This design comes from an exercise in tuning for small area on the open sky130 flow, not from production work. RTL that was checked went through simulation tests only; none was proved equivalent to the original. Power is estimated from default activity; no workload was simulated.

==> inputs of violet <==
Design score_overlay, start of the top module:
module score_overlay (
	input  wire                          clk,
	input  wire                          arst_n,
	input  wire score_gfx_pkg::pixel_t   pixel_x,
	input  wire score_gfx_pkg::pixel_t   pixel_y,
	input  wire score_gfx_pkg::pos_t     p1_tens_x,
	input  wire score_gfx_pkg::pos_t     p1_tens_y,
	input  wire score_gfx_pkg::pos_t     p1_units_x,
	input  wire score_gfx_pkg::pos_t     p1_units_y,
	input  wire score_gfx_pkg::pos_t     p2_tens_x,
	input  wire score_gfx_pkg::pos_t     p2_tens_y,
	input  wire score_gfx_pkg::pos_t     p2_units_x,
	input  wire score_gfx_pkg::pos_t     p2_units_y,
	input  wire score_gfx_pkg::score_t   p1_tens,
	input  wire score_gfx_pkg::score_t   p1_units,
	input  wire score_gfx_pkg::score_t   p2_tens,
	input  wire score_gfx_pkg::score_t   p2_units,
	output score_gfx_pkg::red_t          red,
	output score_gfx_pkg::green_t        green,
	output score_gfx_pkg::blue_t         blue
);
==> flow/config.mk <==
export PLATFORM = sky130hd
export DESIGN_NAME = score_overlay
export DESIGN_NICKNAME = score_overlay
export VERILOG_FILES = /design/flow/design.v
export SDC_FILE = /design/flow/constraint.sdc
export NUM_CORES = 4
export LEC_CHECK = 0
export CAP_MARGIN = 20
export CORE_MARGIN = 2
export CORE_UTILIZATION = 40
export SLEW_MARGIN = 20
==> flow/constraint.sdc <==
create_clock -name core_clock -period 7.5 [get_ports {clk}]
set_input_delay 1.5000 -clock core_clock [delete_from_list [all_inputs] [get_ports {clk}]]
set_output_delay 1.5000 -clock core_clock [all_outputs]
set_load 0.01 [all_outputs]
run.sh (not shown) runs the stock make flow with config.mk's settings and CLKGATE_MAP_FILE= SYNTH_SCRIPT=/design/flow/synth_recipe.tcl, a recipe that flattens the netlist after the stock synthesis.
==> juniper (differences from violet) <==
--- a/flow/design.v
+++ b/flow/design.v
@@ -64,70 +64,79 @@
 		endcase
 	end
 endmodule
 `default_nettype wire
 `timescale 1ns/1ns
 `default_nettype none
 module digit_renderer (
+	input  wire                          clk,
+	input  wire                          arst_n,
 	input  wire score_gfx_pkg::pixel_t   pixel_x,
 	input  wire score_gfx_pkg::pixel_t   pixel_y,
 	input  wire score_gfx_pkg::pos_t     digit_x,
 	input  wire score_gfx_pkg::pos_t     digit_y,
 	input  wire score_gfx_pkg::score_t   score,
 	output logic                         digit_hit
 );
 	score_gfx_pkg::seg_mask_t seg_mask;
+	score_gfx_pkg::seg_mask_t seg_in_box;
+	score_gfx_pkg::coord_t px;
+	score_gfx_pkg::coord_t py;
+	score_gfx_pkg::coord_t dx;
+	score_gfx_pkg::coord_t dy;
+	score_gfx_pkg::coord_t w_half;
+	score_gfx_pkg::coord_t t_half;
+	score_gfx_pkg::coord_t seg_cx [score_gfx_pkg::NUM_SEGS];
+	score_gfx_pkg::coord_t seg_cy [score_gfx_pkg::NUM_SEGS];
+	logic hit_next;
 	segment_decoder u_segment_decoder (
 		.score    (score),
 		.seg_mask (seg_mask)
 	);
-	logic [12:0] ox;
-	logic [12:0] oy;
-	offset_window u_ox (.p(pixel_x), .c(digit_x), .d(ox));
-	offset_window u_oy (.p(pixel_y), .c(digit_y), .d(oy));
-	logic x_near, y_near;
-	logic signed [4:0] sx;
-	logic signed [5:0] sy;
-	assign x_near = (ox[12:4] == 9'h000) || (ox[12:4] == 9'h1ff);
-	assign y_near = (oy[12:5] == 8'h00) || (oy[12:5] == 8'hff);
-	assign sx = ox[4:0];
-	assign sy = oy[5:0];
-	logic x_l, x_m, x_r;
-	logic y_t, y_u, y_c, y_d, y_b;
-	assign x_l = x_near && (sx >= -5'sd12) && (sx <= -5'sd8);
-	assign x_m = x_near && (sx >= -5'sd10) && (sx <= 5'sd10);
-	assign x_r = x_near && (sx >= 5'sd8)   && (sx <= 5'sd12);
-	assign y_t = y_near && (sy >= -6'sd22) && (sy <= -6'sd18);
-	assign y_u = y_near && (sy >= -6'sd20) && (sy <= 6'sd0);
-	assign y_c = y_near && (sy >= -6'sd2)  && (sy <= 6'sd2);
-	assign y_d = y_near && (sy >= 6'sd0)   && (sy <= 6'sd20);
-	assign y_b = y_near && (sy >= 6'sd18)  && (sy <= 6'sd22);
-	assign digit_hit =
-		(seg_mask[0] & x_m & y_t) |
-		(seg_mask[1] & x_r & y_u) |
-		(seg_mask[2] & x_r & y_d) |
-		(seg_mask[3] & x_m & y_b) |
-		(seg_mask[4] & x_l & y_d) |
-		(seg_mask[5] & x_l & y_u) |
-		(seg_mask[6] & x_m & y_c);
-endmodule
-module offset_window (
-	input  wire  [10:0] p,
-	input  wire  [11:0] c,
-	output logic [12:0] d
-);
-	logic [12:0] a, b;
-	logic [13:0] k;
-	assign a = {2'b00, p};
-	assign b = ~{1'b0, c};
-	assign k[0] = 1'b1;
-	for (genvar i = 0; i < 13; i++)
-	begin : g_bit
-		assign d[i]   = a[i] ^ b[i] ^ k[i];
-		assign k[i+1] = (a[i] & b[i]) | (k[i] & (a[i] | b[i]));
+	assign px = score_gfx_pkg::coord_t'(pixel_x);
+	assign py = score_gfx_pkg::coord_t'(pixel_y);
+	assign dx = score_gfx_pkg::coord_t'(digit_x);
+	assign dy = score_gfx_pkg::coord_t'(digit_y);
+	assign w_half = score_gfx_pkg::coord_t'(score_gfx_pkg::DIGIT_WIDTH_HALF);
+	assign t_half = score_gfx_pkg::coord_t'(score_gfx_pkg::DIGIT_THICKNESS_HALF);
+	always_comb
+	begin
+		seg_cx[0] = dx;
+		seg_cy[0] = dy - w_half - w_half;
+		seg_cx[1] = dx + w_half;
+		seg_cy[1] = dy - w_half;
+		seg_cx[2] = dx + w_half;
+		seg_cy[2] = dy + w_half;
+		seg_cx[3] = dx;
+		seg_cy[3] = dy + w_half + w_half;
+		seg_cx[4] = dx - w_half;
+		seg_cy[4] = dy + w_half;
+		seg_cx[5] = dx - w_half;
+		seg_cy[5] = dy - w_half;
+		seg_cx[6] = dx;
+		seg_cy[6] = dy;
+	end
+	for (genvar i = 0; i < score_gfx_pkg::NUM_SEGS; i++)
+	begin : g_seg
+		score_gfx_pkg::coord_t half_x;
+		score_gfx_pkg::coord_t half_y;
+		assign half_x = score_gfx_pkg::SEG_HORIZ[i] ? w_half : t_half;
+		assign half_y = score_gfx_pkg::SEG_HORIZ[i] ? t_half : w_half;
+		assign seg_in_box[i] = (px >= seg_cx[i] - half_x) &&
+			(px <= seg_cx[i] + half_x) &&
+			(py >= seg_cy[i] - half_y) &&
+			(py <= seg_cy[i] + half_y);
+	end
+	assign hit_next = |(seg_in_box & seg_mask);
+	always_ff @(posedge clk or negedge arst_n)
+	begin
+		if (!arst_n)
+			digit_hit <= 1'b0;
+		else
+			digit_hit <= hit_next;
 	end
 endmodule
 `default_nettype wire
 `timescale 1ns/1ns
 `default_nettype none
 module pixel_compositor (
 	input  wire                                   clk,
@@ -136,39 +145,55 @@
 	input  wire score_gfx_pkg::pixel_t            pixel_y,
 	input  wire [score_gfx_pkg::NUM_DIGITS-1:0]   digit_hit,
 	output score_gfx_pkg::red_t                   red,
 	output score_gfx_pkg::green_t                 green,
 	output score_gfx_pkg::blue_t                  blue
 );
 	logic divider_next;
-	logic lit_q;
-	logic white_q;
+	logic divider_q;
 	assign divider_next =
 		(pixel_x >= score_gfx_pkg::pixel_t'(score_gfx_pkg::DIVIDER_X -
 			score_gfx_pkg::DIVIDER_HALF)) &&
 		(pixel_x <= score_gfx_pkg::pixel_t'(score_gfx_pkg::DIVIDER_X +
 			score_gfx_pkg::DIVIDER_HALF)) &&
 		(pixel_y <= score_gfx_pkg::pixel_t'(score_gfx_pkg::DIVIDER_Y_MAX));
 	always_ff @(posedge clk or negedge arst_n)
 	begin
 		if (!arst_n)
-			lit_q <= 1'b0;
+			divider_q <= 1'b0;
 		else
-			lit_q <= divider_next | (|digit_hit);
+			divider_q <= divider_next;
 	end
 	always_ff @(posedge clk or negedge arst_n)
 	begin
 		if (!arst_n)
-			white_q <= 1'b0;
+		begin
+			red   <= '0;
+			green <= '0;
+			blue  <= '0;
+		end
+		else if (divider_q)
+		begin
+			red   <= score_gfx_pkg::DIVIDER_RED;
+			green <= score_gfx_pkg::DIVIDER_GREEN;
+			blue  <= score_gfx_pkg::DIVIDER_BLUE;
+		end
+		else if (|digit_hit)
+		begin
+			red   <= score_gfx_pkg::DIGIT_RED;
+			green <= score_gfx_pkg::DIGIT_GREEN;
+			blue  <= score_gfx_pkg::DIGIT_BLUE;
+		end
 		else
-			white_q <= lit_q;
-	end
-	assign red   = white_q ? score_gfx_pkg::DIGIT_RED   : '0;
-	assign green = white_q ? score_gfx_pkg::DIGIT_GREEN : '0;
-	assign blue  = white_q ? score_gfx_pkg::DIGIT_BLUE  : '0;
+		begin
+			red   <= '0;
+			green <= '0;
+			blue  <= '0;
+		end
+	end
 endmodule
 `default_nettype wire
 `timescale 1ns/1ns
 `default_nettype none
 module score_overlay (
 	input  wire                          clk,
 	input  wire                          arst_n,
@@ -188,38 +213,46 @@
 	input  wire score_gfx_pkg::score_t   p2_units,
 	output score_gfx_pkg::red_t          red,
 	output score_gfx_pkg::green_t        green,
 	output score_gfx_pkg::blue_t         blue
 );
 	logic [score_gfx_pkg::NUM_DIGITS-1:0] digit_hit;
 	digit_renderer u_p1_tens (
+		.clk       (clk),
+		.arst_n    (arst_n),
 		.pixel_x   (pixel_x),
 		.pixel_y   (pixel_y),
 		.digit_x   (p1_tens_x),
 		.digit_y   (p1_tens_y),
 		.score     (p1_tens),
 		.digit_hit (digit_hit[0])
 	);
 	digit_renderer u_p1_units (
+		.clk       (clk),
+		.arst_n    (arst_n),
 		.pixel_x   (pixel_x),
 		.pixel_y   (pixel_y),
 		.digit_x   (p1_units_x),
 		.digit_y   (p1_units_y),
 		.score     (p1_units),
 		.digit_hit (digit_hit[1])
 	);
 	digit_renderer u_p2_tens (
+		.clk       (clk),
+		.arst_n    (arst_n),
 		.pixel_x   (pixel_x),
 		.pixel_y   (pixel_y),
 		.digit_x   (p2_tens_x),
 		.digit_y   (p2_tens_y),
 		.score     (p2_tens),
 		.digit_hit (digit_hit[2])
 	);
 	digit_renderer u_p2_units (
+		.clk       (clk),
+		.arst_n    (arst_n),
 		.pixel_x   (pixel_x),
 		.pixel_y   (pixel_y),
 		.digit_x   (p2_units_x),
 		.digit_y   (p2_units_y),
 		.score     (p2_units),
 		.digit_hit (digit_hit[3])
 	);
==> summary of the runs <==
Utilization: violet is higher than juniper (12 points). In violet the critical path depth is higher than in juniper, by 8. The cell count of juniper is 6.1 times that of violet. Of juniper and violet, juniper has the higher maximum frequency (gap 1.5%, measured against violet). Against juniper, the die area of violet is smaller by 84%. Of violet and juniper, juniper has the higher combinational power (gap about 80%, measured against juniper). In juniper the hold slack is better than in violet, by 0.13 ns.
For juniper, only the layout was checked, not whether the RTL still works.

-- afterwards: timing with drivers on the ports --
The results above use ideal ports. As a check the final layouts listed here were re-extracted and re-timed, cells and wires unchanged.
Step 1: set_driving_cell puts a clkbuf_16 on clk and a buf_2 on each other input, an assumption about the parent block.
Step 2 moves the port delays by t, midway between the first and last clock arrival at a register: inputs arrive t later, outputs are due t later. That takes back most of the time a late clock gives input paths.
a / b / c = ideal / step 1 / step 2; a / b = the first two.
run	shift t [ns]	setup WS [ns]	worst setup path at the end	worst slew at a driven data input, ns	cell pins on the clock port's net
violet	0.239	0.309 / 0.310 / 0.071	input to register	0.05	1
juniper	0.295	0.418 / 0.442 / 0.147	input to register	0.10	1
After both steps setup and hold are still met in every run listed. The setup slack of juniper, which loses most, moves by +0.024 ns with the drivers and by -0.271 ns with both steps.
